Background: an optimization exercise with open tools, aiming at small area, a short achievable clock period and few clock cycles. Do not read the settings as production practice. Function was not checked in any run shown here: the RTL went through the layout flow alone. No activity file was given, so power comes from the tool's default toggle rates.

$ cat flow/design.v
`timescale 1ns / 1ps
package plr_pkg;
   localparam int MAX_PER_SEGMENT_DEF = 63;
   localparam int COORD_BITS_DEF      = 10;
   localparam int POINT_W   = 10;
   localparam int SAMPLE_W  = 18;
   localparam int FRAC_BITS = 8;
   localparam int REQ_DATA_W = 24;
   localparam int RSP_DATA_W = 40;
   localparam int RSP_USER_W = 2;
   localparam int USER_PATH_END = 0;
   localparam int USER_CLIPPED  = 1;
   localparam int  CSR_ADDR_W = 3;
   localparam int  CSR_DATA_W = 32;
   localparam logic CSR_IDX_SAMPLE_INTERVAL = 1'b0;
   localparam logic [7:0] SAMPLE_INTERVAL_RESET = 8'd5;
endpackage
`timescale 1ns / 1ps
module plr_div #(
   parameter int DW = 18,
   parameter int NW = 6
) (
   input  logic [NW-1:0] divisor,
   input  logic [NW-1:0] rem_in,
   input  logic [DW-1:0] dq_in,
   output logic [NW-1:0] rem_out,
   output logic [DW-1:0] dq_out
);
   logic [NW:0]   s1, s2;
   logic [NW-1:0] r1;
   logic          b1, b2;
   always_comb begin
      s1      = {rem_in, dq_in[DW-1]};
      b1      = s1 >= {1'b0, divisor};
      r1      = b1 ? NW'(s1 - {1'b0, divisor}) : NW'(s1);
      s2      = {r1, dq_in[DW-2]};
      b2      = s2 >= {1'b0, divisor};
      rem_out = b2 ? NW'(s2 - {1'b0, divisor}) : NW'(s2);
      dq_out  = {dq_in[DW-3:0], b1, b2};
   end
endmodule
module plr_csa6 #(
   parameter int W = 21
) (
   input  logic [W-1:0] r0,
   input  logic [W-1:0] r1,
   input  logic [W-1:0] r2,
   input  logic [W-1:0] r3,
   input  logic [W-1:0] r4,
   input  logic [W-1:0] r5,
   output logic [W-1:0] s,
   output logic [W-1:0] c
);
   logic [W-1:0] s1, c1, s2, c2, s3, c3;
   always_comb begin
      s1 = r0 ^ r1 ^ r2;
      c1 = W'({(r0 & r1) | (r0 & r2) | (r1 & r2), 1'b0});
      s2 = r3 ^ r4 ^ r5;
      c2 = W'({(r3 & r4) | (r3 & r5) | (r4 & r5), 1'b0});
      s3 = s1 ^ c1 ^ s2;
      c3 = W'({(s1 & c1) | (s1 & s2) | (c1 & s2), 1'b0});
      s  = s3 ^ c3 ^ c2;
      c  = W'({(s3 & c3) | (s3 & c2) | (c3 & c2), 1'b0});
   end
endmodule
`timescale 1ns / 1ps
module polyline_uniform_resampler #(
   parameter int MAX_PER_SEGMENT = plr_pkg::MAX_PER_SEGMENT_DEF,
   parameter int COORD_BITS      = plr_pkg::COORD_BITS_DEF
) (
   input  logic                           clock,
   input  logic                           reset,
   input  logic                           req_tvalid,
   output logic                           req_tready,
   input  logic [plr_pkg::REQ_DATA_W-1:0] req_tdata,   
   input  logic                           req_tlast,   
   output logic                           rsp_tvalid,
   input  logic                           rsp_tready,
   output logic [plr_pkg::RSP_DATA_W-1:0] rsp_tdata,   
   output logic                           rsp_tlast,   
   output logic [plr_pkg::RSP_USER_W-1:0] rsp_tuser,   
   input  logic                           psel,
   input  logic                           penable,
   input  logic                           pwrite,
   input  logic [plr_pkg::CSR_ADDR_W-1:0] paddr,
   input  logic [plr_pkg::CSR_DATA_W-1:0] pwdata,
   output logic [plr_pkg::CSR_DATA_W-1:0] prdata,
   output logic                           pready
);
   localparam int CW = 10;    
   localparam int LW = 21;    
   localparam int DW = 18;    
   localparam int NW = 6;     
   logic [7:0]  iv_ff;        
   logic [15:0] w_ff;         
   logic [7:0]  rd_ff;        
   logic        wpend_ff;     
   logic        csr_wr_iv;
   assign csr_wr_iv = psel && penable && pwrite && !paddr[2];
   assign pready    = 1'b1;
   assign prdata    = {24'd0, rd_ff};
   typedef enum logic [1:0] {
      N1_IDLE = 2'd0,
      N1_SQ   = 2'd1,
      N1_DONE = 2'd2
   } n1_state_t;
   n1_state_t     n1_st_ff, n1_st_nx;
   logic          rdy_ff;                  
   logic          cur_v_ff, cur_v_nx;      
   logic [CW-1:0] cur_x_ff, cur_y_ff;
   logic          cur_fin_ff;
   logic [CW-1:0] prev_x_ff, prev_y_ff;
   logic          have_prev_ff, have_prev_nx;
   logic          wmode_ff, wmode_nx;      
   logic          wpend_nx;
   logic [2:0]    k1_ff;
   logic [CW-1:0] m1_x_ff, m1_y_ff;        
   logic          m1_nx_ff, m1_ny_ff;      
   logic          m1_fin_ff;
   logic          m1_zero_ff;              
   logic [CW-1:0] m1_bx_ff, m1_by_ff;      
   logic [LW-1:0] as_ff, ac_ff;            
   typedef enum logic [1:0] {
      N2_IDLE = 2'd0,
      N2_SRCH = 2'd1,
      N2_HAND = 2'd2
   } n2_state_t;
   n2_state_t     n2_st_ff;
   logic [2:0]    k2_ff;                   
   logic [LW-1:0] a_ff;                    
   logic [LW-1:0] c_ff;                    
   logic [6:0]    n_ff;                    
   logic [CW-1:0] m2_x_ff, m2_y_ff;
   logic          m2_nx_ff, m2_ny_ff, m2_fin_ff;
   logic [CW-1:0] m2_bx_ff, m2_by_ff;
   logic          b_v_ff;                  
   logic          b_done_ff;               
   logic [3:0]    b_cnt_ff;                
   logic [CW-1:0] b_bx_ff, b_by_ff;
   logic [DW-1:0] b_dq_x_ff, b_dq_y_ff;
   logic [NW-1:0] b_rem_x_ff, b_rem_y_ff;
   logic [NW-1:0] b_num_ff;
   logic          b_clip_ff, b_fin_ff, b_nx_ff, b_ny_ff;
   logic          o_v_ff;                  
   logic [DW-1:0] o_x_ff, o_y_ff;          
   logic          o_last_ff, o_end_ff, o_clip_ff;
   logic          c_fin_ff, c_clip_ff, c_nx_ff, c_ny_ff;
   logic [NW-1:0] c_left_ff;               
   logic [NW-1:0] c_num_ff;
   logic [DW-1:0] c_q_x_ff, c_q_y_ff;
   logic [NW-1:0] c_r_x_ff, c_r_y_ff;
   logic [NW-1:0] c_e_x_ff, c_e_y_ff;      
   logic          c_w_x_ff, c_w_y_ff;      
   logic req_fire;
   logic n1_free;      
   logic n2_load;      
   logic n2_hand;      
   logic c_take;       
   logic c_adv;        
   assign req_fire   = req_tvalid && rdy_ff;
   assign req_tready = rdy_ff;
   logic [CW:0]   dx_s, dy_s;
   logic          zero_len;
   logic [1:0]    dig_x, dig_y;
   logic [LW-1:0] sq_s, sq_c;
   assign dx_s     = {1'b0, cur_x_ff} - {1'b0, prev_x_ff};
   assign dy_s     = {1'b0, cur_y_ff} - {1'b0, prev_y_ff};
   assign zero_len = (cur_x_ff == prev_x_ff) && (cur_y_ff == prev_y_ff);
   always_comb begin
      unique case (k1_ff)
         3'd0:    begin dig_x = m1_x_ff[9:8]; dig_y = m1_y_ff[9:8]; end
         3'd1:    begin dig_x = m1_x_ff[7:6]; dig_y = m1_y_ff[7:6]; end
         3'd2:    begin dig_x = m1_x_ff[5:4]; dig_y = m1_y_ff[5:4]; end
         3'd3:    begin dig_x = m1_x_ff[3:2]; dig_y = m1_y_ff[3:2]; end
         default: begin dig_x = m1_x_ff[1:0]; dig_y = m1_y_ff[1:0]; end
      endcase
   end
   plr_csa6 #(.W(LW)) u_csa (
      .r0 ({as_ff[LW-3:0], 2'b00}),
      .r1 ({ac_ff[LW-3:0], 2'b00}),
      .r2 (dig_x[1] ? LW'({m1_x_ff, 1'b0}) : LW'(0)),
      .r3 (dig_x[0] ? LW'(m1_x_ff) : LW'(0)),
      .r4 (dig_y[1] ? LW'({m1_y_ff, 1'b0}) : LW'(0)),
      .r5 (dig_y[0] ? LW'(m1_y_ff) : LW'(0)),
      .s  (sq_s),
      .c  (sq_c)
   );
   assign n1_free = cur_v_ff && !wpend_ff && !wmode_ff
                    && ((n1_st_ff == N1_IDLE) || ((n1_st_ff == N1_DONE) && n2_load));
   always_comb begin
      n1_st_nx     = n1_st_ff;
      wmode_nx     = wmode_ff;
      wpend_nx     = wpend_ff || csr_wr_iv;
      have_prev_nx = have_prev_ff;
      cur_v_nx     = req_fire || (cur_v_ff && !n1_free);
      unique case (n1_st_ff)
         N1_IDLE: begin
            if (wpend_ff && (n2_st_ff == N2_IDLE)) begin
               wpend_nx = csr_wr_iv;
               wmode_nx = 1'b1;
               n1_st_nx = N1_SQ;
            end
         end
         N1_SQ: begin
            if (k1_ff == 3'd4) n1_st_nx = N1_DONE;
         end
         N1_DONE: begin
            if (wmode_ff) begin
               wmode_nx = 1'b0;
               n1_st_nx = N1_IDLE;
            end else if (n2_load) begin
               n1_st_nx = N1_IDLE;
            end
         end
         default: n1_st_nx = N1_IDLE;
      endcase
      if (n1_free) begin
         n1_st_nx = N1_IDLE;
         if (!have_prev_ff) begin
            have_prev_nx = !cur_fin_ff;
            if (cur_fin_ff) n1_st_nx = N1_DONE;
         end else begin
            if (cur_fin_ff) have_prev_nx = 1'b0;
            if (!zero_len) begin
               n1_st_nx = N1_SQ;
            end else if (cur_fin_ff) begin
               n1_st_nx = N1_DONE;
            end
         end
      end
   end
   logic [27:0]   wb;
   logic          wb_ovf;
   logic [LW+1:0] t_srch;
   logic          srch_ok;
   logic          n_zero;
   logic [NW-1:0] n_num;
   logic          n2_free;
   assign wb      = 28'(w_ff) << {k2_ff, 1'b0};
   assign wb_ovf  = |wb[27:LW];
   assign t_srch  = {2'b00, a_ff} - {2'b00, c_ff} - {2'b00, wb[LW-1:0]};
   assign srch_ok = !t_srch[LW+1] && !wb_ovf;
   assign n_zero  = a_ff < LW'(w_ff);
   assign n_num   = n_ff[6] ? NW'(MAX_PER_SEGMENT) : n_ff[NW-1:0];
   assign n2_hand = (n2_st_ff == N2_HAND) && !b_v_ff && ((n_num != '0) || m2_fin_ff);
   assign n2_free = (n2_st_ff == N2_IDLE)
                    || ((n2_st_ff == N2_HAND) && (!b_v_ff || ((n_num == '0) && !m2_fin_ff)));
   assign n2_load = (n1_st_ff == N1_DONE) && !wmode_ff && n2_free;
   logic [DW-1:0] b_dq_x_nx, b_dq_y_nx;
   logic [NW-1:0] b_rem_x_nx, b_rem_y_nx;
   logic          short_div;
   plr_div #(.DW(DW), .NW(NW)) u_div_x (
      .divisor (b_num_ff),
      .rem_in  (b_rem_x_ff),
      .dq_in   (b_dq_x_ff),
      .rem_out (b_rem_x_nx),
      .dq_out  (b_dq_x_nx)
   );
   plr_div #(.DW(DW), .NW(NW)) u_div_y (
      .divisor (b_num_ff),
      .rem_in  (b_rem_y_ff),
      .dq_in   (b_dq_y_ff),
      .rem_out (b_rem_y_nx),
      .dq_out  (b_dq_y_nx)
   );
   assign short_div = (w_ff[15:10] == 6'd0) || n_ff[6];
   logic          c_last_now;
   logic [NW-1:0] c_left_nx;
   logic [NW:0]   ex_sum, ey_sum;
   logic          ex_wrap, ey_wrap;
   logic [DW-1:0] step_x, step_y;
   assign c_last_now = (c_left_ff == '0);
   assign c_take     = b_v_ff && b_done_ff && (!o_v_ff || (rsp_tready && c_last_now));
   assign c_adv      = o_v_ff && rsp_tready && !c_last_now;
   assign c_left_nx  = c_left_ff - NW'(1);
   assign ex_sum  = {1'b0, c_e_x_ff} + {1'b0, c_r_x_ff};
   assign ey_sum  = {1'b0, c_e_y_ff} + {1'b0, c_r_y_ff};
   assign ex_wrap = ex_sum >= {1'b0, c_num_ff};
   assign ey_wrap = ey_sum >= {1'b0, c_num_ff};
   assign step_x  = o_x_ff + (c_q_x_ff ^ {DW{c_nx_ff}}) + DW'(c_w_x_ff ^ c_nx_ff);
   assign step_y  = o_y_ff + (c_q_y_ff ^ {DW{c_ny_ff}}) + DW'(c_w_y_ff ^ c_ny_ff);
   always_ff @(posedge clock) begin
      rd_ff <= paddr[2] ? 8'd0 : iv_ff;
      if (reset) begin
         iv_ff <= plr_pkg::SAMPLE_INTERVAL_RESET;
         w_ff  <= 16'd25;
      end else begin
         if (csr_wr_iv) iv_ff <= pwdata[7:0];
         if (wmode_ff && (n1_st_ff == N1_DONE)) w_ff <= 16'(as_ff + ac_ff);
      end
      if (reset) begin
         n1_st_ff     <= N1_IDLE;
         rdy_ff       <= 1'b0;
         cur_v_ff     <= 1'b0;
         have_prev_ff <= 1'b0;
         wmode_ff     <= 1'b0;
         wpend_ff     <= 1'b0;
      end else begin
         n1_st_ff     <= n1_st_nx;
         rdy_ff       <= !cur_v_nx || ((n1_st_nx == N1_IDLE) && !wpend_nx);
         cur_v_ff     <= cur_v_nx;
         have_prev_ff <= have_prev_nx;
         wmode_ff     <= wmode_nx;
         wpend_ff     <= wpend_nx;
      end
      if (req_fire) begin
         cur_x_ff   <= req_tdata[CW-1:0];
         cur_y_ff   <= req_tdata[2*CW-1:CW];
         cur_fin_ff <= req_tlast;
      end
      if (n1_free) begin
         prev_x_ff  <= cur_x_ff;
         prev_y_ff  <= cur_y_ff;
         m1_x_ff    <= dx_s[CW] ? CW'(-dx_s) : dx_s[CW-1:0];
         m1_y_ff    <= dy_s[CW] ? CW'(-dy_s) : dy_s[CW-1:0];
         m1_nx_ff   <= dx_s[CW];
         m1_ny_ff   <= dy_s[CW];
         m1_fin_ff  <= cur_fin_ff;
         m1_zero_ff <= !have_prev_ff || zero_len;
         m1_bx_ff   <= cur_x_ff;
         m1_by_ff   <= cur_y_ff;
         k1_ff      <= 3'd0;
         as_ff      <= '0;
         ac_ff      <= '0;
      end else if ((n1_st_ff == N1_IDLE) && wpend_ff && (n2_st_ff == N2_IDLE)) begin
         m1_x_ff    <= (iv_ff == 8'd0) ? CW'(1) : CW'(iv_ff);
         m1_y_ff    <= '0;
         k1_ff      <= 3'd0;
         as_ff      <= '0;
         ac_ff      <= '0;
      end else if (n1_st_ff == N1_SQ) begin
         k1_ff      <= k1_ff + 3'd1;
         as_ff      <= sq_s;
         ac_ff      <= sq_c;
      end
      if (reset) begin
         n2_st_ff <= N2_IDLE;
      end else if (n2_load) begin
         n2_st_ff <= m1_zero_ff ? N2_HAND : N2_SRCH;
      end else if (n2_free) begin
         n2_st_ff <= N2_IDLE;
      end else if (n2_st_ff == N2_SRCH) begin
         if ((k2_ff == 3'd0) || ((k2_ff == 3'd6) && (srch_ok || n_zero))) n2_st_ff <= N2_HAND;
      end
      if (n2_load) begin
         a_ff      <= as_ff + ac_ff;
         c_ff      <= '0;
         n_ff      <= '0;
         k2_ff     <= 3'd6;
         m2_x_ff   <= m1_x_ff;
         m2_y_ff   <= m1_y_ff;
         m2_nx_ff  <= m1_nx_ff;
         m2_ny_ff  <= m1_ny_ff;
         m2_fin_ff <= m1_fin_ff;
         m2_bx_ff  <= m1_bx_ff;
         m2_by_ff  <= m1_by_ff;
      end else if (n2_st_ff == N2_SRCH) begin
         k2_ff      <= k2_ff - 3'd1;
         c_ff       <= srch_ok ? LW'((c_ff >> 1) + wb[LW-1:0]) : (c_ff >> 1);
         if (srch_ok) a_ff <= t_srch[LW-1:0];
         n_ff[k2_ff] <= srch_ok;
      end
      if (reset) begin
         b_v_ff <= 1'b0;
      end else if (n2_hand) begin
         b_v_ff <= 1'b1;
      end else if (c_take) begin
         b_v_ff <= 1'b0;
      end
      if (n2_hand) begin
         b_bx_ff   <= (n_num == '0) ? m2_bx_ff : (m2_nx_ff ? m2_bx_ff + m2_x_ff : m2_bx_ff - m2_x_ff);
         b_by_ff   <= (n_num == '0) ? m2_by_ff : (m2_ny_ff ? m2_by_ff + m2_y_ff : m2_by_ff - m2_y_ff);
         b_num_ff  <= n_num;
         b_clip_ff <= n_ff[6];
         b_fin_ff  <= m2_fin_ff;
         b_nx_ff   <= m2_nx_ff;
         b_ny_ff   <= m2_ny_ff;
         if (n_num == '0) begin
            b_done_ff <= 1'b1;
            b_cnt_ff  <= '0;
         end else if (short_div) begin
            b_done_ff  <= 1'b0;
            b_cnt_ff   <= 4'd7;
            b_rem_x_ff <= NW'(m2_x_ff[9:6]);
            b_rem_y_ff <= NW'(m2_y_ff[9:6]);
            b_dq_x_ff  <= {m2_x_ff[5:0], 12'd0};
            b_dq_y_ff  <= {m2_y_ff[5:0], 12'd0};
         end else begin
            b_done_ff  <= 1'b0;
            b_cnt_ff   <= 4'd9;
            b_rem_x_ff <= '0;
            b_rem_y_ff <= '0;
            b_dq_x_ff  <= {m2_x_ff, 8'd0};
            b_dq_y_ff  <= {m2_y_ff, 8'd0};
         end
      end else if (b_v_ff && !b_done_ff) begin
         b_rem_x_ff <= b_rem_x_nx;
         b_rem_y_ff <= b_rem_y_nx;
         b_dq_x_ff  <= b_dq_x_nx;
         b_dq_y_ff  <= b_dq_y_nx;
         b_cnt_ff   <= b_cnt_ff - 4'd1;
         if (b_cnt_ff == 4'd1) b_done_ff <= 1'b1;
      end
      if (reset) begin
         o_v_ff <= 1'b0;
      end else if (c_take) begin
         o_v_ff <= 1'b1;
      end else if (rsp_tready && c_last_now) begin
         o_v_ff <= 1'b0;
      end
      if (c_take) begin
         o_x_ff    <= {b_bx_ff, 8'd0};
         o_y_ff    <= {b_by_ff, 8'd0};
         o_last_ff <= (b_num_ff == '0) || ((b_num_ff == NW'(1)) && !b_fin_ff);
         o_end_ff  <= (b_num_ff == '0);
         o_clip_ff <= b_clip_ff && (b_num_ff != '0);
         c_left_ff <= b_num_ff + NW'(b_fin_ff) - NW'(1);
         c_num_ff  <= b_num_ff;
         c_fin_ff  <= b_fin_ff;
         c_clip_ff <= b_clip_ff;
         c_nx_ff   <= b_nx_ff;
         c_ny_ff   <= b_ny_ff;
         c_q_x_ff  <= b_dq_x_ff;
         c_q_y_ff  <= b_dq_y_ff;
         c_r_x_ff  <= b_rem_x_ff;
         c_r_y_ff  <= b_rem_y_ff;
         c_e_x_ff  <= b_rem_x_ff;
         c_e_y_ff  <= b_rem_y_ff;
         c_w_x_ff  <= 1'b0;
         c_w_y_ff  <= 1'b0;
      end else if (c_adv) begin
         o_x_ff    <= step_x;
         o_y_ff    <= step_y;
         o_last_ff <= (c_left_nx == '0);
         o_end_ff  <= c_fin_ff && (c_left_nx == '0);
         o_clip_ff <= c_clip_ff && !(c_fin_ff && (c_left_nx == '0));
         c_left_ff <= c_left_nx;
         c_w_x_ff  <= ex_wrap;
         c_w_y_ff  <= ey_wrap;
         c_e_x_ff  <= ex_wrap ? NW'(ex_sum - {1'b0, c_num_ff}) : NW'(ex_sum);
         c_e_y_ff  <= ey_wrap ? NW'(ey_sum - {1'b0, c_num_ff}) : NW'(ey_sum);
      end
   end
   assign rsp_tvalid = o_v_ff;
   assign rsp_tdata  = {4'd0, o_y_ff, o_x_ff};
   assign rsp_tlast  = o_last_ff;
   assign rsp_tuser  = {o_clip_ff, o_end_ff};
endmodule
$ cat flow/run.sh
#!/bin/bash
# synth_recipe.tcl (not shown) runs the flow's synth.tcl, then flattens the netlist and writes it again
# the make line also repeats each setting of config.mk as NAME=value (left out here)
make -C /OpenROAD-flow-scripts/flow DESIGN_CONFIG=/design/flow/config.mk WORK_HOME=/design/flow/orfs CLKGATE_MAP_FILE= SYNTH_SCRIPT=/design/flow/synth_recipe.tcl finish
$ cat flow/config.mk
export PLATFORM = sky130hd
export DESIGN_NAME = polyline_uniform_resampler
export DESIGN_NICKNAME = polyline_uniform_resampler
export VERILOG_FILES = /design/flow/design.v
export SDC_FILE = /design/flow/constraint.sdc
export NUM_CORES = 4
export LEC_CHECK = 0
export ABC_CLOCK_PERIOD_IN_PS = 3000
export CAP_MARGIN = 20
export CORE_MARGIN = 2
export CORE_UTILIZATION = 40
export SETUP_SLACK_MARGIN = 5
export SLEW_MARGIN = 20
export TNS_END_PERCENT = 100
$ cat flow/constraint.sdc
create_clock -name core_clock -period 11.0 [get_ports {clock}]
set_input_delay 2.2000 -clock core_clock [delete_from_list [all_inputs] [get_ports {clock}]]
set_output_delay 2.2000 -clock core_clock [all_outputs]
set_load 0.01 [all_outputs]
==> results of run 1 <==
[repair_timing]
item / CTS / global route
resized for setup: 0 / 2
buffers inserted: 0 / 0
endpoints found under the setup margin: 0 / 22
[cell families after synthesis]
group | after synthesis | share of synthesized area, %
compound gates | 716 | 15.2
buf+inv | 347 | 4.99
other cells | 2 | 0.0259
xor+xnor | 224 | 6.76
simple gates | 865 | 13.7
flops | 446 | 41.5
mux | 67 | 2.40
fa+ha+maj | 320 | 15.4
[cell usage in the layout (no fill, tap or decap), types with 8 or more instances in the layout]
| master | n |
|---|---|
| and3_1 | 14 |
| a21oi_1 | 261 |
| inv_1 | 216 |
| nor2_1 | 211 |
| a21boi_0 | 8 |
| clkbuf_1 | 15 |
| o21ai_0 | 167 |
| a211oi_1 | 13 |
| mux2_2 | 18 |
| dfxtp_1 | 135 |
| clkdlybuf4s50_1 | 85 |
| a21o_1 | 65 |
| nor3_1 | 47 |
| fa_1 | 62 |
| buf_4 | 21 |
| nand4_1 | 14 |
| nor2b_1 | 35 |
| ha_1 | 258 |
| edfxtp_1 | 311 |
| bufinv_16 | 8 |
| nand2_1 | 321 |
| o31ai_1 | 19 |
| mux2i_1 | 48 |
| nand3_1 | 61 |
| o211ai_1 | 9 |
| or3_1 | 18 |
| xor2_1 | 104 |
| nor4_1 | 12 |
| nand2b_1 | 36 |
| xnor2_1 | 120 |
| o21bai_1 | 22 |
| or2_2 | 12 |
| conb_1 | 29 |
| o21a_1 | 33 |
| clkbuf_16 | 55 |
| a31oi_1 | 33 |
| and2_1 | 54 |
[power by group through the flow]
stage               sequential [mW]  clock, mW  combinational (mW)
floorplan                      2.24          0                3.29
global placement               2.29          0                4.02
detailed placement             2.30          0                4.12
CTS                            2.26       1.89                4.16
global route                   2.29       1.95                4.72
finish                         2.26       1.85                4.16
[routing by layer]
layer,vias up,part of all wire (%)
met2,405,46
met4,0,2.2
met1,10300,48
met3,97,3.6
li1,10600,-
met5,-,0
[metrics by stage]
stage	hold slack [ps]	std cells	total power, mW	cell area (um^2)	worst slack (ps)
after global routing	443	4041	8.96	32600	5060
after global placement	409	3945	6.31	30800	5350
after CTS	429	4041	8.32	32600	5240
after floorplan	400	3014	5.52	29100	6000
final	433	4041	8.28	32600	5520
after detailed placement	415	3945	6.42	30800	5270
[how the worst max path moves through the flow]
stage	slack (ps)	depth (start not counted)	endpoint
floorplan	6000	6	c_left_ff[5]
global placement	5350	21	a_ff[2]
detailed placement	5270	21	a_ff[0]
CTS	5240	21	a_ff[1]
global route	5060	22	a_ff[0]
finish	5520	21	a_ff[1]
[layout make-up]
| type | count | area (um^2) |
|---|---|---|
| clock buffer | 74 | 1480 |
| clock inverter | 22 | 355 |
| fill | 6831 | 39100 |
| inverter | 222 | 835 |
| multi-input combinational | 2221 | 15700 |
| sequential | 446 | 12000 |
| tap | 950 | 1190 |
| timing repair buffer | 106 | 1010 |
[registers in the layout, indices dropped and copies added, names as in the netlist, 16 cells and up]
signal     cells
o_x_ff        18
c_q_x_ff      18
b_dq_y_ff     18
o_y_ff        18
c_ff          21
c_q_y_ff      18
w_ff          16
as_ff         21
ac_ff         19
a_ff          21
b_dq_x_ff     18
==> reports/results.ini, run 1 <==
[detailed_routing]
drtAntennaViolNets = 0
via_count = 21500
vias_per_cell = 5.31
route.final.wire_length_um = 70300
firstDrtPassIters = 6
detailed_route_drc_error_count = 0
wl_per_cell_um = 17.4
drt_iter0_markers = 1483

[cells_and_area]
fraction_of_layout_cells_with_a_size_suffix_above_1_pct = 5.01
layout.nets = 3435
area_growth_pct = 12.3
antenna_cells = 0
finalCoreUtilization_pct = 45.5

[min_path]
hold_class = reg2reg
min_from = m1_ny_ff
worst_hold_path.num_cells = 0
hold-path-endpoint = m2_ny_ff

[setup_path]
worstPathArrival_ps = 5680
max_stage_delay_ps = 390
r2r_cells = 21
r2r_start = a_ff[0]
path_buf_inv = 3
endpoint_kind = register
cp_slowest_cell = fa_1
worst-setup-path-type = reg2reg
path_cells = inv_1 -> ha_1 -> inv_1 -> fa_1 -> a21o_1 -> a21oi_1 -> o21bai_1 -> a21oi_1 -> o21bai_1 -> a211oi_1 -> nor2_1 -> ha_1 -> and3_1 -> a221o_1 -> a31o_2 -> a31o_1 -> o41ai_4 -> a211oi_4 -> buf_4 -> nand2_1 -> nand2_2
worstSetupStartpointType = register
critPathTopFamily = compound AO/OA/AOI/OAI gates
rr_endpoint = a_ff[1]
regToRegSetupSlack_ps = 5520
critical_path.max_fanout = 32
worst_ep_required_time_ps = 11200
critical_path.startpoint = a_ff[0]

[job]
number_of_maximum_capacitance_violations = 0

[clocking]
clock_tree_from_tritoncts = yes
cts_inserted_buffers = 51
clockBufferDepth = 3
clock_sink_count = 446
clock_tree.root_cell = clkbuf_16
clk_transition_reported_paths_ps = 60
htree_num_levels = 2
cts_hold_repair.buffers = 0
clk-insertion-delay-late_ps = 610

[timing]
timing_max_transition_violations_final = 0
clock-skew-final_ps = 29.8
slew-limit-headroom_pct = 28.1
tns_ps = 0
final.min_clock_period_ps = 5480
finalHoldViolCount = 0
worst_pin_slew_ps = 1080
report.final.setup_viol = 0
max_freq_ghz = 0.183
grt_setup_unrepaired = false
post_route_fraction_of_the_period_consumed_by_the_critical_path_pct = 49.8

[global_route]
groute.usage.overall_pct = 18.8
met1_capacity_usage_during_global_routing_pct = 26.4
grt_first_pass_wirelength_um = 114000
groute.layer.met2.usage_pct = 30.9
groute.layer.met3.usage_pct = 2.22
grt_most_used_layer = met2
grt_antenna_before_repair = 0
first_global_vias = 21200
grt_max_degree = 87
globalRoute.totalOverflow = 0

[power]
seqPwrFrac_pct = 27.3
switching_share_pct = 39.5
power.share.clock_pct = 22.4
switching_power_mw = 3.27
comb_power_share_pct = 50.3
peakVddDrop_mv = 0.320
cellInternalPower_mw = 5.01
static-leakage-power_nw = 13.0
power.density_mw_per_mm2 = 254

[floorplan]
floorplan.die.width_um = 273
start_util_pct = 40.5
placement_rows = 98
top_level_ports = 145
die_h_um = 273
fp.dieArea_mm2 = 0.0748
coreArea_mm2 = 0.0717

[yosys]
synth_commonest_cells = 324 x nand2_1, 311 x edfxtp_1, 262 x a21oi_1
number_of_instances_in_the_synthesized_netlist = 2987
count_leader_synth = nand2_1
register_area_share_after_synthesis_pct = 41.5
yosys_warnings = 3
post-synth-top-area-cell = edfxtp_1
main_area_contributors_after_synthesis = edfxtp_1 32%, ha_1 11%, dfxtp_1 9.3%
yosysUniqueCellTypes = 80
synth.ff_latch_count = 446
post_synth_instance_area_mm2 = 0.0290
proportion_of_netlist_area_held_by_the_largest_area_contributor_pct = 32.2
synth-edff-count = 311
synthesis.area_per_instance_um2 = 9.72
dominantRegCellSynth = edfxtp_1
synth-async-reset-ratio_pct = 0

[place]
number_of_port_buffers = 85
globalplace.congestion = 0.883
place_hpwl_um = 52200

[run_status]
outcome = finished clean

==> inputs of run 2 (changes only) <==
==> flow/flow/run.sh (new file) <==
#!/bin/bash
# The standard layout, with timing repair aiming below the clock period so that the
# achieved period is as short as the repair can make it. Constraints are unchanged.
set -euo pipefail
bash standard.sh SETUP_SLACK_MARGIN=7.5 finish > standard.log 2>&1
==> flow/standard.sh (new file) <==
#!/bin/bash
# synth_recipe.tcl (not shown) runs the flow's synth.tcl, then flattens the netlist and writes it again
# the make line also repeats each setting of config.mk as NAME=value (left out here)
make -C /OpenROAD-flow-scripts/flow DESIGN_CONFIG=/design/flow/config.mk WORK_HOME=/design/flow/orfs CLKGATE_MAP_FILE= SYNTH_SCRIPT=/design/flow/synth_recipe.tcl "${@:-finish}"
--- a/flow/config.mk
+++ b/flow/config.mk
@@ -11,3 +11,2 @@
 export CORE_UTILIZATION = 40
-export SETUP_SLACK_MARGIN = 5
 export SLEW_MARGIN = 20
removed: flow/run.sh
==> reports/results.ini, run 2 <==
[global_route]
grt_max_degree = 64  ; -26%
grt_first_pass_wirelength_um = 119000  ; +4.3%
grt_most_used_layer = met2
globalRoute.totalOverflow = 0  ; unchanged
groute.layer.met3.usage_pct = 2.89  ; +0.68 points
grt_antenna_before_repair = 1  ; +1
groute.layer.met2.usage_pct = 32.7  ; +1.8 points
met1_capacity_usage_during_global_routing_pct = 26.8  ; +0.43 points
first_global_vias = 22200  ; +4.7%
groute.usage.overall_pct = 19.8  ; +0.95 points

[setup_path]
r2r_start = a_ff[0]
endpoint_kind = register
worst-setup-path-type = reg2reg
regToRegSetupSlack_ps = 6370  ; +850 ps
max_stage_delay_ps = 390  ; about the same
critical_path.max_fanout = 6  ; -81%
worstPathArrival_ps = 5170  ; -510 ps
worstSetupStartpointType = register
path_cells = inv_2 -> ha_4 -> inv_2 -> fa_2 -> a21o_1 -> a21oi_2 -> o21bai_1 -> a21oi_2 -> o21bai_1 -> a211oi_2 -> nor2_1 -> ha_1 -> and3_4 -> a221o_1 -> a31o_4 -> a31o_4 -> o41ai_4 -> a211oi_4 -> buf_12 -> buf_16 -> buf_6 -> a31oi_1 -> o31a_1
cp_slowest_cell = edfxtp_1
r2r_cells = 23  ; +9.5%
worst_ep_required_time_ps = 11550  ; +350 ps
rr_endpoint = c_ff[9]

[yosys]
number_of_instances_in_the_synthesized_netlist = 2987  ; unchanged
dominantRegCellSynth = edfxtp_1
yosys_warnings = 3  ; unchanged
yosysUniqueCellTypes = 80  ; unchanged
post_synth_instance_area_mm2 = 0.0290  ; unchanged
proportion_of_netlist_area_held_by_the_largest_area_contributor_pct = 32.2  ; unchanged
synth-edff-count = 311  ; unchanged
main_area_contributors_after_synthesis = edfxtp_1 32%, ha_1 11%, dfxtp_1 9.3%
count_leader_synth = nand2_1
synth-async-reset-ratio_pct = 0  ; unchanged
synth.ff_latch_count = 446  ; unchanged
synthesis.area_per_instance_um2 = 9.72  ; unchanged
synth_commonest_cells = 324 x nand2_1, 311 x edfxtp_1, 262 x a21oi_1
register_area_share_after_synthesis_pct = 41.5  ; unchanged
post-synth-top-area-cell = edfxtp_1

[detailed_routing]
via_count = 22300  ; +4.0%
firstDrtPassIters = 5  ; -1
wl_per_cell_um = 18.1  ; +3.9%
detailed_route_drc_error_count = 0  ; unchanged
drtAntennaViolNets = 0  ; unchanged
drt_iter0_markers = 1513  ; +2.0%
vias_per_cell = 5.36  ; +0.90%
route.final.wire_length_um = 75300  ; +7.1%

[cells_and_area]
fraction_of_layout_cells_with_a_size_suffix_above_1_pct = 14.5  ; +9.5 points
layout.nets = 3560  ; +3.6%
registers_with_the_highest_flip_flop_counts = a_ff x21, as_ff x21, c_ff x21
area_growth_pct = 19.3
antenna_cells = 0  ; unchanged
final_instance_count_excl_fillers = 4163  ; +3.0%
layout.cells.most_common = nand2_1
mostFrequentLayoutCells = 314 x nand2_1, 311 x edfxtp_1, 241 x ha_1, 236 x a21oi_1, 200 x nor2_1

[min_path]
worst_hold_path.num_cells = 0  ; unchanged
hold-path-endpoint = c_ny_ff
min_from = b_ny_ff
hold_class = reg2reg

[timing]
report.final.setup_viol = 0  ; unchanged
worst_pin_slew_ps = 1070  ; -5.81 ps
final.min_clock_period_ps = 4630  ; -850 ps
tns_ps = 0  ; unchanged
max_freq_ghz = 0.216  ; +18%
timing_max_transition_violations_final = 0  ; unchanged
finalHoldViolCount = 0  ; unchanged
post_route_fraction_of_the_period_consumed_by_the_critical_path_pct = 42.1  ; -7.7 points
slew-limit-headroom_pct = 28.2  ; +0.16 points
clock-skew-final_ps = 21.5  ; -8.29 ps
grt_setup_unrepaired = true
fin_worst_hold_slack_ps = 416  ; -16.6 ps

[floorplan]
floorplan.die.width_um = 273  ; unchanged
start_util_pct = 40.5  ; unchanged
die_h_um = 273  ; unchanged
placement_rows = 98  ; unchanged
fp.dieArea_mm2 = 0.0748  ; unchanged
top_level_ports = 145  ; unchanged
coreArea_mm2 = 0.0717  ; unchanged

[power]
switching_share_pct = 40.3  ; +0.75 points
cellInternalPower_mw = 5.55  ; +11%
switching_power_mw = 3.74  ; +14%
static-leakage-power_nw = 14.0  ; +7.0%
totalPowerFinal_mw = 9.29  ; +12%
power.share.clock_pct = 18.5  ; -3.9 points
comb_power_share_pct = 57.1  ; +6.8 points
seqPwrFrac_pct = 24.5  ; -2.8 points
peakVddDrop_mv = 0.401  ; +25%
power.density_mw_per_mm2 = 268  ; +5.6%

[place]
number_of_cells_after_detailed_placement = 3946  ; +0.025%
place_hpwl_um = 52400  ; +0.41%
globalplace.congestion = 0.907  ; +2.7%
number_of_port_buffers = 85  ; unchanged

[clocking]
clock_tree_from_tritoncts = yes
cts_hold_repair.buffers = 0  ; unchanged
clk-insertion-delay-late_ps = 600  ; about the same
clock_tree.root_cell = clkbuf_16
clock_sink_count = 446  ; unchanged
htree_num_levels = 2  ; unchanged
cts_inserted_buffers = 50  ; -2.0%
clk_transition_reported_paths_ps = 60  ; about the same
clockBufferDepth = 3  ; unchanged

[run_status]
outcome = finished clean

[job]
number_of_maximum_capacitance_violations = 0  ; unchanged

## run 2: cell counts after synthesis
Identical to the previous run, type by type.
## run 2: cell families (layout without fill, tap and decap cells)
group / Yosys count / after routing / share of synthesized area (%)
simple gates: 865 / 870 / 13.7
mux: 67 / 67 / 2.40
buf+inv: 347 / 541 / 4.99
xor+xnor: 224 / 224 / 6.76
flops: 446 / 446 / 41.5
compound gates: 716 / 716 / 15.2
other cells: 2 / 29 / 0.0259
fa+ha+maj: 320 / 320 / 15.4
## run 2: timing repair
action                                 in CTS  in global routing
pin swaps                                  50                 96
endpoints found under the hold margin       0                  0
setup endpoints to repair                 314                309
cloned                                      9                  5
gates resized for setup                   224                139
setup buffers                              72                 39
## run 2: through the flow
stage                     instance area (um^2)  utilization, %  setup WS, ps
final                                    34600            48.3          6370
after global routing                     34600            48.3          6160
after CTS                                33800            47.1          6330
after detailed placement                 30900            43.1          5880
after global placement                   30900            43.1          5900
after floorplan                          29300               -          6670
## run 2: worst max path at each step
stage	start	end	slack, ps	cells after the start
after floorplan	a_ff[0]	a_ff[0]	6670	21
after global placement	rsp_tready	c_e_y_ff[5]	5900	8
after detailed placement	rsp_tready	c_e_y_ff[2]	5880	8
after CTS	a_ff[0]	c_ff[14]	6330	23
after global routing	a_ff[0]	c_ff[16]	6160	23
final	a_ff[0]	c_ff[9]	6370	23
## run 2: critical path, delay by kind of cell (launching register included)
family,cells,cell delay [ps]
adder cells (fa/ha/maj),3,780
AO/OA/AOI/OAI,13,2600
buffers and inverters,5,560
AND/OR/NAND/NOR,2,230
flip-flops,1,390
## run 2: final cells by class
cell class	count	area [um^2]
clock buffers	58	1330
clock inverters	34	333
fillers	6620	37100
inverters	222	862
multi-input cells	2226	16700
flip-flops and latches	446	12100
well taps	950	1190
repair buffers	226	2180
repair inverters	1	8.76
## run 2: power groups by stage
stage	Clock [mW]	Sequential, mW	Combinational (mW)
floorplan	0	2.24	3.33
global placement	0	2.30	4.05
detailed placement	0	2.30	4.18
CTS	1.74	2.27	4.86
global route	1.81	2.29	5.87
finish	1.71	2.27	5.30
## run 2: layer usage
layer,routed length (um),up-vias
met5,13,-
met1,34500,10800
li1,-,10900
met2,35600,458
met4,2030,2
met3,3170,129
==> inputs of run 3 (changes only) <==
--- a/flow/design.v
+++ b/flow/design.v
@@ -28,13 +28,22 @@
 );
-   logic [NW:0]   s1, s2;
-   logic [NW-1:0] r1;
-   logic          b1, b2;
+   logic [NW:0]   s1, s2a, s2b;
+   logic [NW+1:0] d1, d2a, d2b;
+   logic          b1, b2a, b2b;
    always_comb begin
       s1      = {rem_in, dq_in[DW-1]};
-      b1      = s1 >= {1'b0, divisor};
-      r1      = b1 ? NW'(s1 - {1'b0, divisor}) : NW'(s1);
-      s2      = {r1, dq_in[DW-2]};
-      b2      = s2 >= {1'b0, divisor};
-      rem_out = b2 ? NW'(s2 - {1'b0, divisor}) : NW'(s2);
-      dq_out  = {dq_in[DW-3:0], b1, b2};
+      d1      = {1'b0, s1} - {2'b00, divisor};
+      b1      = !d1[NW+1];
+      s2a     = {d1[NW-1:0], dq_in[DW-2]};
+      s2b     = {s1[NW-1:0], dq_in[DW-2]};
+      d2a     = {1'b0, s2a} - {2'b00, divisor};
+      d2b     = {1'b0, s2b} - {2'b00, divisor};
+      b2a     = !d2a[NW+1];
+      b2b     = !d2b[NW+1];
+      if (b1) begin
+         rem_out = b2a ? NW'(d2a) : NW'(s2a);
+         dq_out  = {dq_in[DW-3:0], 1'b1, b2a};
+      end else begin
+         rem_out = b2b ? NW'(d2b) : NW'(s2b);
+         dq_out  = {dq_in[DW-3:0], 1'b0, b2b};
+      end
    end
@@ -129,3 +138,3 @@
    logic [2:0]    k2_ff;                   
-   logic [LW-1:0] a_ff;                    
+   logic [LW+1:0] x_ff;                    
    logic [LW-1:0] c_ff;                    
@@ -133,3 +142,3 @@
    logic [CW-1:0] m2_x_ff, m2_y_ff;
-   logic          m2_nx_ff, m2_ny_ff, m2_fin_ff;
+   logic          m2_nx_ff, m2_ny_ff, m2_fin_ff, m2_zero_ff;
    logic [CW-1:0] m2_bx_ff, m2_by_ff;
@@ -142,3 +151,3 @@
    logic [NW-1:0] b_num_ff;
-   logic          b_clip_ff, b_fin_ff, b_nx_ff, b_ny_ff;
+   logic          b_clip_ff, b_fin_ff, b_nx_ff, b_ny_ff, b_skip_ff;
    logic          o_v_ff;                  
@@ -153,2 +162,3 @@
    logic          c_w_x_ff, c_w_y_ff;      
+   logic          c_skip_ff;               
    logic req_fire;
@@ -231,6 +241,8 @@
    end
-   logic [27:0]   wb;
-   logic          wb_ovf;
-   logic [LW+1:0] t_srch;
    logic          srch_ok;
+   logic [LW+1:0] x_ok, x_no;
+   logic [LW-1:0] c_ok;
+   logic [LW-1:0] wb;                      
+   logic          first_ff;                
+   logic [2:0]    k_top;
    logic          n_zero;
@@ -238,8 +250,19 @@
    logic          n2_free;
-   assign wb      = 28'(w_ff) << {k2_ff, 1'b0};
-   assign wb_ovf  = |wb[27:LW];
-   assign t_srch  = {2'b00, a_ff} - {2'b00, c_ff} - {2'b00, wb[LW-1:0]};
-   assign srch_ok = !t_srch[LW+1] && !wb_ovf;
-   assign n_zero  = a_ff < LW'(w_ff);
+   logic [LW-1:0] l2_sum;
+   logic          n2_skip;
+   assign srch_ok = !x_ff[LW+1] && (x_ff[LW:0] >= {1'b0, wb});
+   assign x_ok    = x_ff - {2'b00, c_ff[LW-1:1]} - {wb, 1'b0};
+   assign x_no    = x_ff + {2'b00, c_ff[LW-1:1]};
+   assign c_ok    = {1'b0, c_ff[LW-1:1]} + wb;
+   assign n_zero  = x_ff[LW-1:0] < LW'(w_ff);    
+   assign wb      = LW'({w_ff, 12'd0} >> {3'd6 - k2_ff, 1'b0});
+   always_comb begin
+      if (w_ff[15:9] == '0)       k_top = 3'd6;
+      else if (w_ff[15:11] == '0) k_top = 3'd5;
+      else if (w_ff[15:13] == '0) k_top = 3'd4;
+      else if (w_ff[15] == 1'b0)  k_top = 3'd3;
+      else                        k_top = 3'd2;
+   end
    assign n_num   = n_ff[6] ? NW'(MAX_PER_SEGMENT) : n_ff[NW-1:0];
+   assign l2_sum  = as_ff + ac_ff;
    assign n2_hand = (n2_st_ff == N2_HAND) && !b_v_ff && ((n_num != '0) || m2_fin_ff);
@@ -266,2 +289,3 @@
    assign short_div = (w_ff[15:10] == 6'd0) || n_ff[6];
+   assign n2_skip   = (n_num == '0) && !m2_zero_ff;
    logic          c_last_now;
@@ -270,6 +294,7 @@
    logic          ex_wrap, ey_wrap;
+   logic [NW+1:0] ex_dif, ey_dif;
    logic [DW-1:0] step_x, step_y;
    assign c_last_now = (c_left_ff == '0);
-   assign c_take     = b_v_ff && b_done_ff && (!o_v_ff || (rsp_tready && c_last_now));
-   assign c_adv      = o_v_ff && rsp_tready && !c_last_now;
+   assign c_take     = b_v_ff && b_done_ff && !c_skip_ff && (!o_v_ff || (rsp_tready && c_last_now));
+   assign c_adv      = (o_v_ff && rsp_tready && !c_last_now) || c_skip_ff;
    assign c_left_nx  = c_left_ff - NW'(1);
@@ -277,4 +302,6 @@
    assign ey_sum  = {1'b0, c_e_y_ff} + {1'b0, c_r_y_ff};
-   assign ex_wrap = ex_sum >= {1'b0, c_num_ff};
-   assign ey_wrap = ey_sum >= {1'b0, c_num_ff};
+   assign ex_dif  = {1'b0, ex_sum} - {2'b00, c_num_ff};
+   assign ey_dif  = {1'b0, ey_sum} - {2'b00, c_num_ff};
+   assign ex_wrap = !ex_dif[NW+1];
+   assign ey_wrap = !ey_dif[NW+1];
    assign step_x  = o_x_ff + (c_q_x_ff ^ {DW{c_nx_ff}}) + DW'(c_w_x_ff ^ c_nx_ff);
@@ -288,3 +315,3 @@
          if (csr_wr_iv) iv_ff <= pwdata[7:0];
-         if (wmode_ff && (n1_st_ff == N1_DONE)) w_ff <= 16'(as_ff + ac_ff);
+         if (wmode_ff && (n1_st_ff == N1_DONE)) w_ff <= l2_sum[15:0];
       end
@@ -319,4 +346,4 @@
          m1_zero_ff <= !have_prev_ff || zero_len;
-         m1_bx_ff   <= cur_x_ff;
-         m1_by_ff   <= cur_y_ff;
+         m1_bx_ff   <= (!have_prev_ff || zero_len) ? cur_x_ff : prev_x_ff;
+         m1_by_ff   <= (!have_prev_ff || zero_len) ? cur_y_ff : prev_y_ff;
          k1_ff      <= 3'd0;
@@ -342,9 +369,10 @@
       end else if (n2_st_ff == N2_SRCH) begin
-         if ((k2_ff == 3'd0) || ((k2_ff == 3'd6) && (srch_ok || n_zero))) n2_st_ff <= N2_HAND;
+         if ((k2_ff == 3'd0) || (first_ff && (((k2_ff == 3'd6) && srch_ok) || n_zero))) n2_st_ff <= N2_HAND;
       end
       if (n2_load) begin
-         a_ff      <= as_ff + ac_ff;
+         x_ff      <= {2'b00, l2_sum};
          c_ff      <= '0;
          n_ff      <= '0;
-         k2_ff     <= 3'd6;
+         k2_ff     <= k_top;
+         first_ff  <= 1'b1;
          m2_x_ff   <= m1_x_ff;
@@ -354,2 +382,3 @@
          m2_fin_ff <= m1_fin_ff;
+         m2_zero_ff <= m1_zero_ff;
          m2_bx_ff  <= m1_bx_ff;
@@ -358,5 +387,6 @@
          k2_ff      <= k2_ff - 3'd1;
-         c_ff       <= srch_ok ? LW'((c_ff >> 1) + wb[LW-1:0]) : (c_ff >> 1);
-         if (srch_ok) a_ff <= t_srch[LW-1:0];
-         n_ff[k2_ff] <= srch_ok;
+         first_ff   <= 1'b0;
+         c_ff       <= srch_ok ? c_ok : (c_ff >> 1);
+         x_ff       <= srch_ok ? x_ok : x_no;
+         n_ff[k2_ff] <= srch_ok && !(first_ff && n_zero);
       end
@@ -370,5 +400,6 @@
       if (n2_hand) begin
-         b_bx_ff   <= (n_num == '0) ? m2_bx_ff : (m2_nx_ff ? m2_bx_ff + m2_x_ff : m2_bx_ff - m2_x_ff);
-         b_by_ff   <= (n_num == '0) ? m2_by_ff : (m2_ny_ff ? m2_by_ff + m2_y_ff : m2_by_ff - m2_y_ff);
-         b_num_ff  <= n_num;
+         b_bx_ff   <= m2_bx_ff;
+         b_by_ff   <= m2_by_ff;
+         b_num_ff  <= n2_skip ? NW'(1) : n_num;
+         b_skip_ff <= n2_skip;
          b_clip_ff <= n_ff[6];
@@ -377,6 +408,6 @@
          b_ny_ff   <= m2_ny_ff;
-         if (n_num == '0) begin
+         if ((n_num == '0) && !n2_skip) begin
             b_done_ff <= 1'b1;
             b_cnt_ff  <= '0;
-         end else if (short_div) begin
+         end else if (short_div && !n2_skip) begin
             b_done_ff  <= 1'b0;
@@ -404,7 +435,12 @@
       if (reset) begin
-         o_v_ff <= 1'b0;
+         o_v_ff    <= 1'b0;
+         c_skip_ff <= 1'b0;
       end else if (c_take) begin
-         o_v_ff <= 1'b1;
+         o_v_ff    <= !b_skip_ff;
+         c_skip_ff <= b_skip_ff;
+      end else if (c_skip_ff) begin
+         o_v_ff    <= 1'b1;
+         c_skip_ff <= 1'b0;
       end else if (rsp_tready && c_last_now) begin
-         o_v_ff <= 1'b0;
+         o_v_ff    <= 1'b0;
       end
@@ -439,4 +475,4 @@
          c_w_y_ff  <= ey_wrap;
-         c_e_x_ff  <= ex_wrap ? NW'(ex_sum - {1'b0, c_num_ff}) : NW'(ex_sum);
-         c_e_y_ff  <= ey_wrap ? NW'(ey_sum - {1'b0, c_num_ff}) : NW'(ey_sum);
+         c_e_x_ff  <= ex_wrap ? NW'(ex_dif) : NW'(ex_sum);
+         c_e_y_ff  <= ey_wrap ? NW'(ey_dif) : NW'(ey_sum);
       end
==> reports/results.ini, run 3 <==
[yosys]
post-synth-top-area-cell = edfxtp_1
synth_simple_gate_area_share_pct = 13.6  ; -0.13 points
synthesis.area_per_instance_um2 = 9.86  ; +1.4%
main_area_contributors_after_synthesis = edfxtp_1 33%, ha_1 11%, dfxtp_1 8.9%
synth-async-reset-ratio_pct = 0  ; unchanged
synth-adder-area-share_pct = 16.5  ; +1.1 points
proportion_of_netlist_area_held_by_the_largest_area_contributor_pct = 33.3  ; +1.1 points
synth-edff-count = 336  ; +8.0%
dominantRegCellSynth = edfxtp_1
yosys_warnings = 3  ; unchanged
number_of_instances_in_the_synthesized_netlist = 3077  ; +3.0%
count_leader_synth = nand2_1
main_combinational_cell_family_by_area_after_synthesis = adder cells
synthXorXnorAreaFrac_pct = 5.68  ; -1.1 points
synth_compound_area_share_pct = 15.8  ; +0.53 points
yosysUniqueCellTypes = 92  ; +15%
post_synth_instance_area_mm2 = 0.0303  ; +4.4%
post_synth_mux_area_share_pct = 1.32  ; -1.1 points
register_area_share_after_synthesis_pct = 42.2  ; +0.71 points
synth_commonest_cells = 354 x nand2_1, 336 x edfxtp_1, 275 x a21oi_1
synth.ff_latch_count = 471  ; +5.6%

[timing]
fin_worst_hold_slack_ps = 401  ; -15.4 ps
max_freq_ghz = 0.241  ; +12%
clock-skew-final_ps = 28.3  ; +6.74 ps
post_route_fraction_of_the_period_consumed_by_the_critical_path_pct = 37.7  ; -4.4 points
report.final.setup_viol = 0  ; unchanged
worst_pin_slew_ps = 872  ; -201 ps
slew-limit-headroom_pct = 41.8  ; +14 points
tns_ps = 0  ; unchanged
grt_setup_unrepaired = true
final.min_clock_period_ps = 4140  ; -483 ps
final_critical_path_setup_slack_ps = 6860  ; +483 ps
finalHoldViolCount = 0  ; unchanged
timing_max_transition_violations_final = 0  ; unchanged

[detailed_routing]
via_count = 23100  ; +3.7%
firstDrtPassIters = 5  ; unchanged
drtAntennaViolNets = 0  ; unchanged
drt_iter0_markers = 1654  ; +9.3%
wl_per_cell_um = 18.2  ; +0.60%
detailed_route_drc_error_count = 0  ; unchanged
vias_per_cell = 5.35  ; -0.16%
route.final.wire_length_um = 78700  ; +4.5%

[place]
place_hpwl_um = 53000  ; +1.2%
number_of_port_buffers = 85  ; unchanged
placed_cell_area_mm2 = 0.0323  ; +4.5%
worst_setup_slack_before_clock_tree_synthesis_ps = 5830  ; -47.5 ps
globalplace.congestion = 0.891  ; -1.7%
number_of_cells_after_detailed_placement = 4058  ; +2.8%

[setup_path]
worst_ep_required_time_ps = 11350  ; -200 ps
endpoint_kind = register
critical_path.max_fanout = 7  ; +1
worst-setup-path-type = reg2reg
path_cells = buf_12 -> inv_8 -> ha_4 -> buf_8 -> mux2i_4 -> nand2_1 -> o21a_2 -> fa_1 -> ha_4 -> a21oi_4 -> nand4_1 -> a311oi_2 -> a211oi_2 -> a21o_1 -> a21oi_2 -> xnor2_1 -> mux2i_1 -> a21oi_1
crit_top_cell = ha_4
worstPathArrival_ps = 4490  ; -680 ps
worstSetupStartpointType = register
cp_slowest_cell = fa_1
max_stage_delay_ps = 490  ; +100 ps

[cells_and_area]
final_instance_count_excl_fillers = 4326  ; +3.9%
top_register = x_ff
layout.cells.most_common = nand2_1
fraction_of_layout_cells_with_a_size_suffix_above_1_pct = 17.3  ; +2.8 points
stdcell_area_mm2 = 0.0372  ; +7.4%
largest_register_ffs = 23
area_growth_pct = 22.7
antenna_cells = 0  ; unchanged
mostFrequentLayoutCells = 344 x nand2_1, 336 x edfxtp_1, 245 x ha_1, 231 x a21oi_1, 223 x inv_1
layout.nets = 3733  ; +4.9%
registers_with_the_highest_flip_flop_counts = x_ff x23, as_ff x21, c_ff x20

[clocking]
clock_tree_from_tritoncts = yes
clock_sink_count = 471  ; +5.6%
clk_transition_reported_paths_ps = 60  ; about the same
clock_tree.root_cell = clkbuf_16
cts_hold_repair.buffers = 0  ; unchanged
clockBufferDepth = 3  ; unchanged
cts_inserted_buffers = 52  ; +4.0%
htree_num_levels = 2  ; unchanged
clk-insertion-delay-late_ps = 630  ; +30 ps

[global_route]
globalRoute.totalOverflow = 0  ; unchanged
groute.usage.overall_pct = 19.5  ; -0.30 points
grt_max_degree = 78  ; +22%
grt_first_pass_wirelength_um = 122000  ; +2.2%
grt_antenna_before_repair = 1  ; unchanged
first_global_vias = 22200  ; +0.31%

[floorplan]
top_level_ports = 145  ; unchanged
start_util_pct = 40.6  ; +0.12 points
fp.dieArea_mm2 = 0.0780  ; +4.4%
floorplan.die.width_um = 279  ; +2.2%
coreArea_mm2 = 0.0747  ; +4.1%
placement_rows = 100  ; +2.0%
die_h_um = 279  ; +2.2%

[run_status]
outcome = finished clean

[power]
peakVddDrop_mv = 0.146  ; -64%
static-leakage-power_nw = 14.9  ; +7.0%
power.density_mw_per_mm2 = 179  ; -33%

[job]
number_of_maximum_capacitance_violations = 0  ; unchanged

[min_path]
hold_class = reg2reg

## run 3: cell types whose count changed in the layout (fill, tap and decap cells not counted), moves of 16 or more
cell / delta
a21oi_2: +18
buf_4: +37
edfxtp_1: +25
fa_1: +19
inv_1: +25
mux2i_1: -22
nand2_1: +30
nor2_1: -19
nor3_1: -16
o21ai_0: -31
o21ai_1: +40
xnor2_1: -30
## run 3: layout make-up
| type | count | area [um^2] |
|---|---|---|
| clock inverters | 29 | 477 |
| repair buffers | 278 | 2680 |
| well taps | 969 | 1210 |
| fillers | 6687 | 37500 |
| flip-flops and latches | 471 | 12800 |
| clock buffers | 68 | 1410 |
| inverters | 239 | 933 |
| multi-input cells | 2272 | 17700 |
## run 3: logic make-up (layout without fill, tap and decap cells)
logic type	Yosys count	count (layout)
compound gates	763	765
fa+ha+maj	352	352
other cells	2	29
buf+inv	363	614
flops	471	471
xor+xnor	195	195
mux	39	39
simple gates	892	892
## run 3: worst paths after layout
check,endpoint,cells after the start,start,slack (ps)
worst min register to register,m2_by_ff[2],0,m1_by_ff[2],400
worst max register to register,x_ff[17],18,k2_ff[0],6860
worst min-delay path,m2_by_ff[2],0,m1_by_ff[2],400
worst max-delay path,x_ff[17],18,k2_ff[0],6860
## run 3: power breakdown
group          internal (mW)  switching, mW  total, mW
clock                   1.13          0.785       1.92
sequential              2.04          0.128       2.17
combinational           1.20           1.37       2.57
## run 3: metrics by stage
step           total power [mW]  util, %
2_1_floorplan              3.62        -
3_3_place_gp               4.07     43.2
3_5_place_dp               4.08     43.2
4_1_cts                    6.37     48.1
5_1_grt                    7.01     49.8
6_report                   6.65     49.8
## run 3: critical path, delay by kind of cell, from the launching register on
| family | cells | cell delay, ps |
|---|---|---|
| muxes | 2 | 460 |
| DFF | 1 | 390 |
| and+or+nand+nor | 2 | 270 |
| AOI/OAI and AO/OA | 7 | 1170 |
| xor gates and xnor gates | 1 | 100 |
| buffers and inverters | 3 | 350 |
| adders and majority gates | 3 | 1120 |
## run 3: repair_timing
action,in CTS,in global routing
resized for setup,320,207
gates cloned,8,6
setup endpoints to repair,357,168
buffers inserted,101,56
pin swaps,77,127
## run 3: per-layer routing
layer  global-route usage [%]  part of all wire, %
met3                     2.44                  4.6
met2                     31.8                   47
met4                     6.11                  2.8
met5                        0                    0
met1                     27.0                   46
==> inputs of run 4 (changes only) <==
--- a/flow/design.v
+++ b/flow/design.v
@@ -245,2 +245,3 @@
    logic [LW-1:0] wb;                      
+   logic [LW-1:0] wb_top;                  
    logic          first_ff;                
@@ -257,3 +258,3 @@
    assign n_zero  = x_ff[LW-1:0] < LW'(w_ff);    
-   assign wb      = LW'({w_ff, 12'd0} >> {3'd6 - k2_ff, 1'b0});
+   assign wb_top  = LW'({w_ff, 12'd0} >> {3'd6 - k_top, 1'b0});
    always_comb begin
@@ -376,2 +377,3 @@
          k2_ff     <= k_top;
+         wb        <= wb_top;
          first_ff  <= 1'b1;
@@ -388,2 +390,3 @@
          first_ff   <= 1'b0;
+         wb         <= wb >> 2;
          c_ff       <= srch_ok ? c_ok : (c_ff >> 1);
==> reports/results.ini, run 4 <==
[run_status]
outcome = finished clean

[cells_and_area]
area_growth_pct = 14.2
top_register = x_ff
largest_register_ffs = 23  ; unchanged
register_area_mm2 = 0.0134  ; +4.9%
fillerInstances = 7466  ; +12%
antenna_cells = 0  ; unchanged
layout.cells.most_common = nand2_1
mostFrequentLayoutCells = 377 x nand2_1, 357 x edfxtp_1, 267 x ha_1, 232 x a21oi_1, 223 x inv_1
finalCoreUtilization_pct = 46.2  ; -3.6 points
layout.nets = 3713  ; -0.54%
area_used_by_multi_input_combinational_logic_mm2 = 0.0170  ; -4.1%
fraction_of_layout_cells_with_a_size_suffix_above_1_pct = 9.89  ; -7.5 points
registers_with_the_highest_flip_flop_counts = x_ff x23, as_ff x21, wb x21
final_instance_count_excl_fillers = 4378  ; +1.2%

[yosys]
dominantRegCellSynth = edfxtp_1
synth-async-reset-ratio_pct = 0  ; unchanged
count_leader_synth = nand2_1
number_of_instances_in_the_synthesized_netlist = 3181  ; +3.4%
post-synth-top-area-cell = edfxtp_1
synthesis.area_per_instance_um2 = 9.87  ; +0.18%
post_synth_instance_area_mm2 = 0.0314  ; +3.6%
yosys_warnings = 3  ; unchanged
main_area_contributors_after_synthesis = edfxtp_1 34%, ha_1 11%, dfxtp_1 8.6%
synth.ff_latch_count = 492  ; +4.5%
register_area_share_after_synthesis_pct = 42.7  ; +0.55 points
synth-edff-count = 357  ; +6.3%
proportion_of_netlist_area_held_by_the_largest_area_contributor_pct = 34.1  ; +0.86 points
synth_commonest_cells = 381 x nand2_1, 357 x edfxtp_1, 273 x ha_1
yosysUniqueCellTypes = 94  ; +2.2%

[floorplan]
fp.dieArea_mm2 = 0.0808  ; +3.5%
floorplan.die.width_um = 284  ; +1.7%
start_util_pct = 40.5  ; -0.12 points
top_level_ports = 145  ; unchanged
placement_rows = 102  ; +2.0%
coreArea_mm2 = 0.0776  ; +3.9%
die_h_um = 284  ; +1.7%

[global_route]
globalRoute.totalOverflow = 0  ; unchanged
grt_max_degree = 76  ; -2.6%
groute.usage.overall_pct = 18.6  ; -0.94 points
grt_first_pass_wirelength_um = 122000  ; about the same
first_global_vias = 22000  ; -1.1%
grt_antenna_before_repair = 0  ; -1

[setup_path]
critical_path.max_fanout = 2  ; -5
worstSetupStartpointType = register
cp_slowest_cell = dfxtp_2
critPathTopFamily = flip-flops
path_buf_inv = 1  ; -2
worstPathArrival_ps = 1270  ; -3220 ps
worst-setup-path-type = reg2out
endpoint_kind = output port
max_stage_delay_ps = 400  ; -90 ps
worst_ep_required_time_ps = 8800  ; -2550 ps
path_cells = clkdlybuf4s15_1

[clocking]
clock_sink_count = 492  ; +4.5%
clock_tree.root_cell = clkbuf_16
cts_inserted_buffers = 54  ; +3.8%
cts_hold_repair.buffers = 0  ; unchanged
htree_num_levels = 2  ; unchanged
clk-insertion-delay-late_ps = 630  ; about the same
clk_transition_reported_paths_ps = 60  ; about the same
clock_tree_from_tritoncts = yes
clockBufferDepth = 3  ; unchanged

[place]
worst_setup_slack_before_clock_tree_synthesis_ps = 5940  ; +111 ps
number_of_port_buffers = 85  ; unchanged
place_hpwl_um = 55200  ; +4.1%
number_of_cells_after_detailed_placement = 4226  ; +4.1%
globalplace.congestion = 0.883  ; -1.0%

[power]
switching_power_mw = 2.47  ; +8.4%
static-leakage-power_nw = 14.3  ; -4.5%
switching_share_pct = 35.8  ; +1.5 points
seqPwrFrac_pct = 34.1  ; +1.5 points
cellInternalPower_mw = 4.44  ; +1.7%
comb_power_share_pct = 37.8  ; -0.8 points
power.density_mw_per_mm2 = 193  ; +7.8%
peakVddDrop_mv = 0.123  ; -16%
power.share.clock_pct = 28.1  ; -0.7 points

[timing]
max_freq_ghz = 0.288  ; +19%
clock-skew-final_ps = 34.7  ; +6.41 ps
grt_setup_unrepaired = true
worst_pin_slew_ps = 975  ; +103 ps
tns_ps = 0  ; unchanged
final_critical_path_setup_slack_ps = 7530  ; +674 ps
slew-limit-headroom_pct = 34.9  ; -6.9 points
final.min_clock_period_ps = 3470  ; -674 ps
finalHoldViolCount = 0  ; unchanged
timing_max_transition_violations_final = 0  ; unchanged
post_route_fraction_of_the_period_consumed_by_the_critical_path_pct = 31.5  ; -6.1 points
report.final.setup_viol = 0  ; unchanged

[detailed_routing]
drt_iter0_markers = 1599  ; -3.3%
detailed_route_drc_error_count = 0  ; unchanged
route.final.wire_length_um = 76200  ; -3.2%
met1_wl_um = 35900  ; -0.16%
route.met3.wl_um = 3410  ; -4.9%
via_count = 23100  ; -0.15%
vias_per_cell = 5.28  ; -1.3%
firstDrtPassIters = 6  ; +1
drtAntennaViolNets = 0  ; unchanged
dr_wl_met2_um = 35300  ; -4.3%
wl_per_cell_um = 17.4  ; -4.3%
highest-signal-layer = met4

[min_path]
hold_class = reg2reg

[job]
number_of_maximum_capacitance_violations = 0  ; unchanged

run 4: cell type report:
cell class	count	share of cell area, %
Clock buffer	61	3.92
Clock inverter	40	1.40
Inverter	242	2.60
Multi-Input combinational cell	2348	47.3
Sequential cell	492	37.5
Tap cell	1040	3.63
Timing Repair Buffer	154	3.71
Timing Repair inverter	1	0.0174
run 4: kinds of logic after synthesis:
group | Yosys count | share of synthesized area, %
simple gates | 977 | 14.3
buf+inv | 371 | 4.91
fa+ha+maj | 353 | 16.0
compound gates | 738 | 14.7
other cells | 2 | 0.0239
mux | 60 | 2.03
flops | 492 | 42.7
xor+xnor | 188 | 5.24
run 4: metal layers:
layer,vias to the layer above,global-route usage [%]
met4,0,4.49
met1,11000,26.0
li1,11500,-
met3,98,2.41
met5,-,0
met2,482,30.4
run 4: metrics by stage:
step	instance area [um^2]	hold slack [ps]	power (mW)
5_1_grt	35900	421	7.38
4_1_cts	35500	409	6.90
6_report	35900	412	6.92
3_3_place_gp	33300	404	4.89
3_5_place_dp	33300	405	4.91
2_1_floorplan	31600	400	4.27
run 4: final timing paths:
kind	cells after the start	startpoint	to	slack [ps]
worst min-delay path	0	m1_bx_ff[1]	m2_bx_ff[1]	410
worst min register to register	0	m1_bx_ff[1]	m2_bx_ff[1]	410
worst max-delay path	1	rdy_ff	req_tready	7530
worst max register to register	14	k1_ff[0]	as_ff[4]	7560
run 4: timing repair:
action / in CTS / in global routing
gates cloned: 3 / 2
gates resized for setup: 181 / 80
buffers inserted: 35 / 11
pin swaps: 9 / 38
setup endpoints to repair: 255 / 189
run 4: power groups by stage:
| stage | combinational (mW) | clock [mW] | sequential (mW) |
|---|---|---|---|
| 2_1_floorplan | 1.94 | 0 | 2.33 |
| 3_3_place_gp | 2.50 | 0 | 2.39 |
| 3_5_place_dp | 2.51 | 0 | 2.39 |
| 4_1_cts | 2.56 | 1.98 | 2.36 |
| 5_1_grt | 2.95 | 2.05 | 2.38 |
| 6_report | 2.62 | 1.94 | 2.36 |

[port drivers added, routing unchanged]
No port has a modelled driver above. Below, the same layouts with a new extraction and two added sets of constraints. Step 1: set_driving_cell puts a clkbuf_16 on clock and a buf_2 on each other input, an assumption about the parent block. Step 2, shift: input delay + t, output delay - t, t = (earliest + latest rising clock arrival at the registers) / 2. This alone moves slack from input paths to output paths. Three values: ideal, step 1, step 2; two values: the first two.
run	t, ns	setup WS [ns]	worst hold slack (ns)
run 1	0.647	5.523 / 5.523 / 5.523	0.433 / 0.433 / 0.433
run 2	0.645	6.374 / 6.374 / 6.374	0.416 / 0.416 / 0.416
run 3	0.683	6.857 / 6.857 / 6.854	0.401 / 0.401 / 0.401
run 4	0.667	7.531 / 7.474 / 6.948	0.412 / 0.412 / 0.412
After both steps every run listed still meets setup and hold. For run 4, which loses most, drivers alone change the setup slack by -0.057 ns; drivers and shift together by -0.583 ns.
